From an optimization exercise on the open Yosys and OpenROAD flow, aimed at small area, a short achievable clock period and few clock cycles; shortcuts taken in it are not production practice.
In this exercise RTL edits were held to simulation tests only and were not proved equivalent to the original.

`design/flow/constraint.sdc`:
```
create_clock -name core_clock -period 8.0 [get_ports {clk_i}]
set_input_delay 1.6000 -clock core_clock [delete_from_list [all_inputs] [get_ports {clk_i}]]
set_output_delay 1.6000 -clock core_clock [all_outputs]
set_load 0.01 [all_outputs]
```
`design/flow/design.v`:
```
package ppts_pkg;
  localparam int unsigned NEED_W     = 7;
  localparam int unsigned DUR_W      = 5;
  localparam int unsigned PRIO_W     = 2;
  localparam int unsigned CNT_W      = 32;
  localparam logic [DUR_W-1:0]  MaxDuration = 5'd20;
  localparam logic [PRIO_W-1:0] PrioBlock   = 2'd3;
  typedef enum logic [1:0] {
    STATUS_QUEUED  = 2'd0,
    STATUS_REFUSED = 2'd1,
    STATUS_INVALID = 2'd2,
    STATUS_TICK    = 2'd3
  } status_e;
  typedef enum logic {
    OP_TICK   = 1'b0,
    OP_SUBMIT = 1'b1
  } op_e;
  typedef struct packed {
    logic              operation;
    logic [NEED_W-1:0] task_processors;
    logic [DUR_W-1:0]  task_duration;
  } req_t;
  typedef struct packed {
    logic [1:0]        status;
    logic [6:0]        free_processors;
    logic [4:0]        queue_length;
    logic [6:0]        running_count;
    logic [4:0]        started_now;
    logic [6:0]        finished_now;
    logic [CNT_W-1:0]  tick_total;
    logic [CNT_W-1:0]  idle_total;
    logic [CNT_W-1:0]  completed_total;
    logic [CNT_W-1:0]  refusal_total;
  } res_t;
  typedef struct packed {
    logic [NEED_W-1:0] need;
    logic [DUR_W-1:0]  dur;
    logic [PRIO_W-1:0] prio;
  } wait_t;
  typedef struct packed {
    logic [NEED_W-1:0] need;
    logic [CNT_W-1:0]  due;
  } run_t;
endpackage
import ppts_pkg::*;
module processor_pool_task_scheduler #(
  parameter int unsigned QUEUE_DEPTH    = 16,
  parameter int unsigned RUN_SLOTS      = 64,
  parameter int unsigned MAX_PROCESSORS = 64
) (
  input  logic              clk_i,
  input  logic              rst_ni,
  input  logic              start,
  output logic              busy,
  input  logic [12:0]       req_i,
  output logic              result_valid_o,
  output logic [160:0]      result_o,
  input  logic              cfg_valid_i,
  output logic              cfg_ready_o,
  input  logic [6:0]        cfg_data_i
);
  localparam int unsigned QD = 16;
  localparam int unsigned NB = 20;
  logic [6:0]  pool_q, free_q, held_q, run_q;
  logic [4:0]  cnt_q;
  logic [31:0] tick_q, idle_q, done_q, ref_q;
  logic [1:0]  status_q;
  logic [4:0]  started_q;
  logic [6:0]  fin_q;
  logic        vld_q;
  logic        scan_q;
  logic [3:0]  ptr_q;
  logic [6:0]  qn_q [QD];
  logic [4:0]  qd_q [QD];
  logic [1:0]  qp_q [QD];
  logic [6:0]  bs_q [NB];
  logic [6:0]  bc_q [NB];
  logic       is_sub, sub_bad, sub_full, sub_ok, sub_ref, tick_go;
  logic [6:0] r_need;
  logic [4:0] r_dur, r_dm1;
  assign r_need   = req_i[11:5];
  assign r_dur    = req_i[4:0];
  assign r_dm1    = (r_dur == 5'd0) ? 5'd0 : r_dur - 5'd1;
  assign is_sub   = start && !scan_q && req_i[12];
  assign sub_bad  = (r_need > pool_q) || (r_dur > 5'd20);
  assign sub_full = cnt_q[4];
  assign sub_ok   = is_sub && !sub_bad && !sub_full;
  assign sub_ref  = is_sub && !sub_bad && sub_full;
  assign tick_go  = scan_q || (start && !req_i[12]);
  logic       rel;
  logic [6:0] rs, rc;
  logic [7:0] free_a;
  logic [6:0] free_rel, run_eff;
  logic       full;
  logic [3:0] ptr;
  assign rel      = !scan_q;
  assign rs       = rel ? bs_q[0] : 7'd0;
  assign rc       = rel ? bc_q[0] : 7'd0;
  assign free_a   = {1'b0, free_q} + {1'b0, rs};
  assign free_rel = (free_a > {1'b0, pool_q}) ? pool_q : free_a[6:0];
  assign run_eff  = run_q - rc;
  assign full     = run_eff[6];
  assign ptr      = scan_q ? ptr_q : 4'd0;
  logic [QD-1:0] cand, fit, hit, seen, fh;
  always_comb begin
    for (int i = 0; i < QD; i++) begin
      cand[i] = (4'(i) >= ptr) && (5'(i) < cnt_q);
      fit[i]  = ({1'b0, qn_q[i]} <= free_a) && (qn_q[i] <= pool_q) && !full;
      hit[i]  = cand[i] && (fit[i] || (qp_q[i] == 2'd3));
    end
    seen[0] = hit[0];
    for (int i = 1; i < QD; i++) seen[i] = seen[i-1] | hit[i];
    fh[0] = hit[0];
    for (int i = 1; i < QD; i++) fh[i] = hit[i] && !seen[i-1];
  end
  logic       st_now, last;
  logic [6:0] s_need;
  logic [4:0] s_dm1;
  logic [3:0] h_idx;
  always_comb begin
    st_now = 1'b0;
    s_need = '0;
    s_dm1  = '0;
    h_idx  = '0;
    for (int i = 0; i < QD; i++) begin
      st_now = st_now | (fh[i] & fit[i]);
      s_need = s_need | ({7{fh[i]}} & qn_q[i]);
      s_dm1  = s_dm1  | ({5{fh[i]}} & qd_q[i]);
      h_idx  = h_idx  | ({4{fh[i]}} & 4'(i));
    end
    last = ({1'b0, h_idx} + 5'd1 == cnt_q);
  end
  logic t_end;
  assign t_end = !st_now || last;
  logic       cfg_go;
  logic [6:0] cfg_tot, cfg_free;
  assign cfg_go = cfg_valid_i && !scan_q;
  always_comb begin
    cfg_tot = cfg_data_i;
    if (cfg_data_i == 7'd0) cfg_tot = 7'd1;
    else if (cfg_data_i > 7'd64) cfg_tot = 7'd64;
    cfg_free = (cfg_tot > held_q) ? cfg_tot - held_q : 7'd0;
  end
  assign busy           = scan_q;
  assign cfg_ready_o    = !scan_q;
  assign result_valid_o = vld_q;
  assign result_o = {status_q, free_q, cnt_q, run_q, started_q, fin_q,
                     tick_q, idle_q, done_q, ref_q};
  always_ff @(posedge clk_i or negedge rst_ni) begin
    if (!rst_ni) begin
      pool_q    <= 7'd16;
      free_q    <= 7'd16;
      held_q    <= '0;
      run_q     <= '0;
      cnt_q     <= '0;
      tick_q    <= '0;
      idle_q    <= '0;
      done_q    <= '0;
      ref_q     <= '0;
      status_q  <= '0;
      started_q <= '0;
      fin_q     <= '0;
      vld_q     <= 1'b0;
      scan_q    <= 1'b0;
      ptr_q     <= '0;
    end else begin
      vld_q <= 1'b0;
      if (cfg_go) begin
        pool_q <= cfg_tot;
        free_q <= cfg_free;
      end
      if (is_sub) begin
        vld_q     <= 1'b1;
        started_q <= '0;
        fin_q     <= '0;
        if (sub_bad) begin
          status_q <= 2'd2;
        end else if (sub_full) begin
          status_q <= 2'd1;
          ref_q    <= ref_q + 32'd1;
        end else begin
          status_q <= 2'd0;
          cnt_q    <= cnt_q + 5'd1;
        end
      end
      if (tick_go) begin
        free_q <= free_rel - (st_now ? s_need : 7'd0);
        held_q <= held_q - rs + (st_now ? s_need : 7'd0);
        run_q  <= run_eff + (st_now ? 7'd1 : 7'd0);
        cnt_q  <= cnt_q - (st_now ? 5'd1 : 5'd0);
        ptr_q  <= h_idx;
        scan_q <= !t_end;
        vld_q  <= t_end;
        if (!scan_q) begin
          status_q  <= 2'd3;
          fin_q     <= rc;
          started_q <= st_now ? 5'd1 : 5'd0;
          tick_q    <= tick_q + 32'd1;
          done_q    <= done_q + 32'(rc);
        end else begin
          started_q <= started_q + (st_now ? 5'd1 : 5'd0);
        end
        if (!st_now && (run_eff == 7'd0)) begin
          idle_q <= idle_q + 32'd1;
        end
      end
    end
  end
  always_ff @(posedge clk_i or negedge rst_ni) begin
    if (!rst_ni) begin
      for (int k = 0; k < NB; k++) begin
        bs_q[k] <= '0;
        bc_q[k] <= '0;
      end
    end else if (tick_go) begin
      for (int k = 0; k < NB; k++) begin
        logic [6:0] ns, nc;
        if (rel) begin
          ns = (k == NB - 1) ? 7'd0 : bs_q[(k == NB - 1) ? k : k + 1];
          nc = (k == NB - 1) ? 7'd0 : bc_q[(k == NB - 1) ? k : k + 1];
        end else begin
          ns = bs_q[k];
          nc = bc_q[k];
        end
        if (st_now && (s_dm1 == 5'(k))) begin
          ns = ns + s_need;
          nc = nc + 7'd1;
        end
        bs_q[k] <= ns;
        bc_q[k] <= nc;
      end
    end
  end
  always_ff @(posedge clk_i) begin
    for (int i = 0; i < QD; i++) begin
      if (tick_go) begin
        if (st_now && seen[i]) begin
          if (i < QD - 1) begin
            qn_q[i] <= qn_q[(i < QD - 1) ? i + 1 : i];
            qd_q[i] <= qd_q[(i < QD - 1) ? i + 1 : i];
            qp_q[i] <= qp_q[(i < QD - 1) ? i + 1 : i];
          end
        end else if (cand[i] && !seen[i]) begin
          qp_q[i] <= qp_q[i] + 2'd1;
        end
      end else if (sub_ok && (cnt_q[3:0] == 4'(i))) begin
        qn_q[i] <= r_need;
        qd_q[i] <= r_dm1;
        qp_q[i] <= 2'd0;
      end
    end
  end
endmodule
```
`design/flow/config.mk`:
```
export PLATFORM = sky130hd
export DESIGN_NAME = processor_pool_task_scheduler
export DESIGN_NICKNAME = processor_pool_task_scheduler
export VERILOG_FILES = /design/flow/design.v
export SDC_FILE = /design/flow/constraint.sdc
export NUM_CORES = 4
export LEC_CHECK = 0
export CAP_MARGIN = 20
export CORE_MARGIN = 2
export CORE_UTILIZATION = 40
export SLEW_MARGIN = 20
```
`design/flow/run.sh`:
```
#!/bin/bash
# synth_recipe.tcl (not shown) runs the flow's synth.tcl, then flattens the netlist and writes it again
# the make line also repeats each setting of config.mk as NAME=value (left out here)
make -C /OpenROAD-flow-scripts/flow DESIGN_CONFIG=/design/flow/config.mk WORK_HOME=/design/flow/orfs CLKGATE_MAP_FILE= SYNTH_SCRIPT=/design/flow/synth_recipe.tcl finish
```
==> flow_summary.yaml <==
placement:
  dpl.hpwl_mm: 126.8
  io_buffers: 187
  dp_cells: 7391
  place.gp.congestion: 0.9661
final_layout:
  final_util_pct: 46.19
  diodes: 0
  nNetsFinal: 6237
  final_cells: 7544
  drive_gt1_share_pct: 11.60
  syn_to_final_growth_pct: 14.86
min_path:
  min_from: "idle_q[31]$_DFFE_PN0P_"
  hold_path.class: "reg -> reg"
timing:
  relSlewSlack_pct: 22.23
  drv_slew: 0
  whs_ns: 0.4730
  fin_crit_ns: 7.581
  fin_skew_ns: 0.05456
  fmax_mhz: 131.9
  finalSetupTns_ns: 0
  setup_viol: 0
  tightestPinTransition_ns: 1.154
  rsz0062_at_grt: "true"
  hold_violations: 0
  fin_crit_sh_pct: 94.76
logic_synthesis:
  synth_ff_type: "dfrtp_1"
  synth_area_um2: 51930
  ys_top_cells_by_area: "dfrtp_1 (22%), edfxtp_1 (13%), ha_1 (11%)"
  synth_top_area_share_pct: 22.12
  synth_nets: 6067
  synth_cell_type_count: 105
  syn_area_per_cell_um2: 9.326
  synth_most_common_cell: "dfrtp_1"
  yosysTopAreaCell: "dfrtp_1"
  synth_common_cells: "dfrtp_1 (459), nand2_1 (457), ha_1 (443)"
  ys_ff_latch: 685
  yosys_warnings: 6
  synth-async-reset-ratio_pct: 67.30
  synth-edff-count: 224
  synth_cells: 5569
  yosysSeqAreaShare_pct: 35.17
global_routing:
  grt_pass1_vias: 43531
  overflow: 0
  antenna_found_initial: 1
  grt_use_total_pct: 25.90
  grt_pass1_wl_mm: 266.0
  grt_max_degree: 168
detailed_routing:
  vias: 44399
  drtIter0Drc: 3669
  drtAntennaViolNets: 0
  vias_per_cell: 5.885
  wl_per_cell_um: 23.09
  drc: 0
  wirelength_mm: 174.2
  dr.pass1.iters: 8
clocking:
  clockBufferDepth: 3
  clk-insertion-delay-late_ns: 0.73
  cts_buffers: 85
  clockRootBuffer: "clkbuf_16"
  cts_tree: "done"
  clkTransAtPathRegs_ns: 0.06
  cts.sinks: 685
  cts_htree_levels: 3
worst_setup_path:
  arrival_ns: 8.16
  cp-startpoint: "scan_q$_DFFE_PN0N_"
  slowest_stage: "dfrtp_4"
  path_buf_inv: 6
  r2r-start: "scan_q$_DFFE_PN0N_"
  cp_data_required_time_ns: 8.58
  start_kind: "register"
  cp_top_family: "simple AND/OR/NAND/NOR gates"
  path_max_fanout: 12
  path_class: "reg -> reg"
  worst_setup_path_end_kind: "register"
  slowest_delay_ns: 0.56
floorplanning:
  start_util_pct: 40.21
  die_h_um: 364.3
  io_pins: 188
  die_w_um: 364.3
  core_um2: 129200
  rows: 132
  dieArea_um2: 132700
run_status:
  status: "timing/DRC/antenna clean"
run:
  cap_violations: 0
## what timing repair did
item	in CTS	in global routing
hold buffers	0	0
resized for setup	1	27
setup endpoints to repair	1	78
buffers inserted	0	3
endpoints found under the hold margin	0	0
pin swaps	0	6
## state kept, by name, indices dropped and copies added, names as in the netlist, 5 cells and up, named ones only
| register | count |
|---|---|
| done_q | 32 |
| free_q | 7 |
| qp_q | 32 |
| ref_q | 32 |
| started_q | 5 |
| idle_q | 32 |
| qd_q | 80 |
| bs_q | 140 |
| pool_q | 7 |
| held_q | 7 |
| cnt_q | 5 |
| bc_q | 140 |
| run_q | 7 |
| tick_q | 32 |
| qn_q | 112 |
## routing by layer
metal | track usage, % | wire, um | share of wire (%) | vias up
met5 | 0 | 13 | 0.0075 | -
met4 | 12.02 | 8944 | 5.1 | 2
met3 | 3.345 | 8771 | 5.0 | 427
met2 | 43.46 | 82990 | 48 | 1332
met1 | 33.13 | 73470 | 42 | 21818
li1 | - | - | - | 20820
## cells by family (layout without fill, tap and decap cells)
family / after synthesis / count (layout) / share of synthesized area, %
simple gates: 1719 / 1719 / 16.62
compound gates: 1424 / 1424 / 18.55
flops: 685 / 685 / 35.17
buf+inv: 537 / 770 / 4.170
fa+ha+maj: 475 / 475 / 11.89
xor+xnor: 382 / 382 / 6.478
mux: 347 / 347 / 7.124
## worst register-to-register path: cells and delay by family, from the launching register on
family                     cells  cell delay, ns
and+or+nand+nor               13            2.05
AOI/OAI and AO/OA             11            1.78
adders and majority gates      5            1.53
buffers and inverters          6            0.89
xor gates and xnor gates       4            0.67
DFF                            1            0.56
## cell usage in the layout, fill, tap and decap left out, types with 31 or more instances in the layout
| master | count |
|---|---|
| a211o_1 | 31 |
| o221ai_1 | 38 |
| a211oi_1 | 35 |
| a21o_1 | 259 |
| nand4_1 | 87 |
| buf_4 | 187 |
| clkbuf_16 | 86 |
| nor2b_1 | 73 |
| nor2_1 | 398 |
| nand3_1 | 224 |
| o211ai_1 | 35 |
| edfxtp_1 | 224 |
| dfrtp_1 | 458 |
| clkdlybuf4s50_1 | 186 |
| and2_1 | 34 |
| a21oi_1 | 385 |
| nor3_1 | 86 |
| mux2_2 | 175 |
| nor4_1 | 43 |
| xor2_1 | 124 |
| ha_1 | 440 |
| mux2i_1 | 166 |
| o22ai_1 | 34 |
| xnor2_1 | 256 |
| nand2_1 | 455 |
| inv_1 | 223 |
| o21ai_0 | 143 |
| o21a_1 | 53 |
| nand2b_1 | 59 |
| a31oi_1 | 83 |
| o21bai_1 | 52 |
| and3_1 | 68 |
## worst paths after layout
path | cells past startpoint | slack (ns) | endpoint
min in group asynchronous | 1 | 0.94 | bc_q[2][4]$_DFFE_PN0N_
max reg2reg | 39 | 0.42 | held_q[6]$_DFFE_PN0N_
min reg2reg | 1 | 0.47 | idle_q[31]$_DFFE_PN0P_
min | 1 | 0.47 | idle_q[31]$_DFFE_PN0P_
max | 39 | 0.42 | held_q[6]$_DFFE_PN0N_
max in group asynchronous | 2 | 5.68 | idle_q[21]$_DFFE_PN0P_
## metrics by stage
step | cell area, um^2 | worst slack, ns
3_3_place_gp | 56620 | 0.01018
4_1_cts | 59480 | 0.08413
5_1_grt | 59650 | -0.08872
3_5_place_dp | 56630 | 0.009460
6_report | 59650 | 0.4192
2_1_floorplan | 52220 | -0.3865
## area by class of cell
class | count | area [um^2]
fillers | 12372 | 69500
multi-input cells | 4347 | 31890
flip-flops and latches | 685 | 18270
repair buffers | 389 | 3572
clock buffers | 118 | 2352
well taps | 1742 | 2180
inverters | 231 | 893.4
clock inverters | 32 | 493.0
Testbench counts, summed over its fixed seeds: cycles 6,322.

re-timing with driven ports:
How much do the figures lean on ideal ports? The routed layout below was timed once more, with nothing changed but the port constraints.
Step 1 sets driving cells, clkbuf_16 on the clock port and buf_2 on the other inputs (assumed; they add their load-dependent delay and slew).
Step 2 moves the port delays by t, midway between the first and last clock arrival at a register: inputs arrive t later, outputs are due t later. That takes back most of the time a late clock gives input paths.
Three values: ideal ports, drivers, drivers and shift; two values: the first two.
shift t [ns]: 0.783
setup slack, ns: 0.419 / 0.419 / 0.419
worst hold slack (ns): 0.473 / 0.473 / 0.473
cell pins on the clock port's net: 1
After both steps this run still meets setup and hold. For this run, drivers alone change the setup slack by 0.000 ns; drivers and shift together by 0.000 ns.
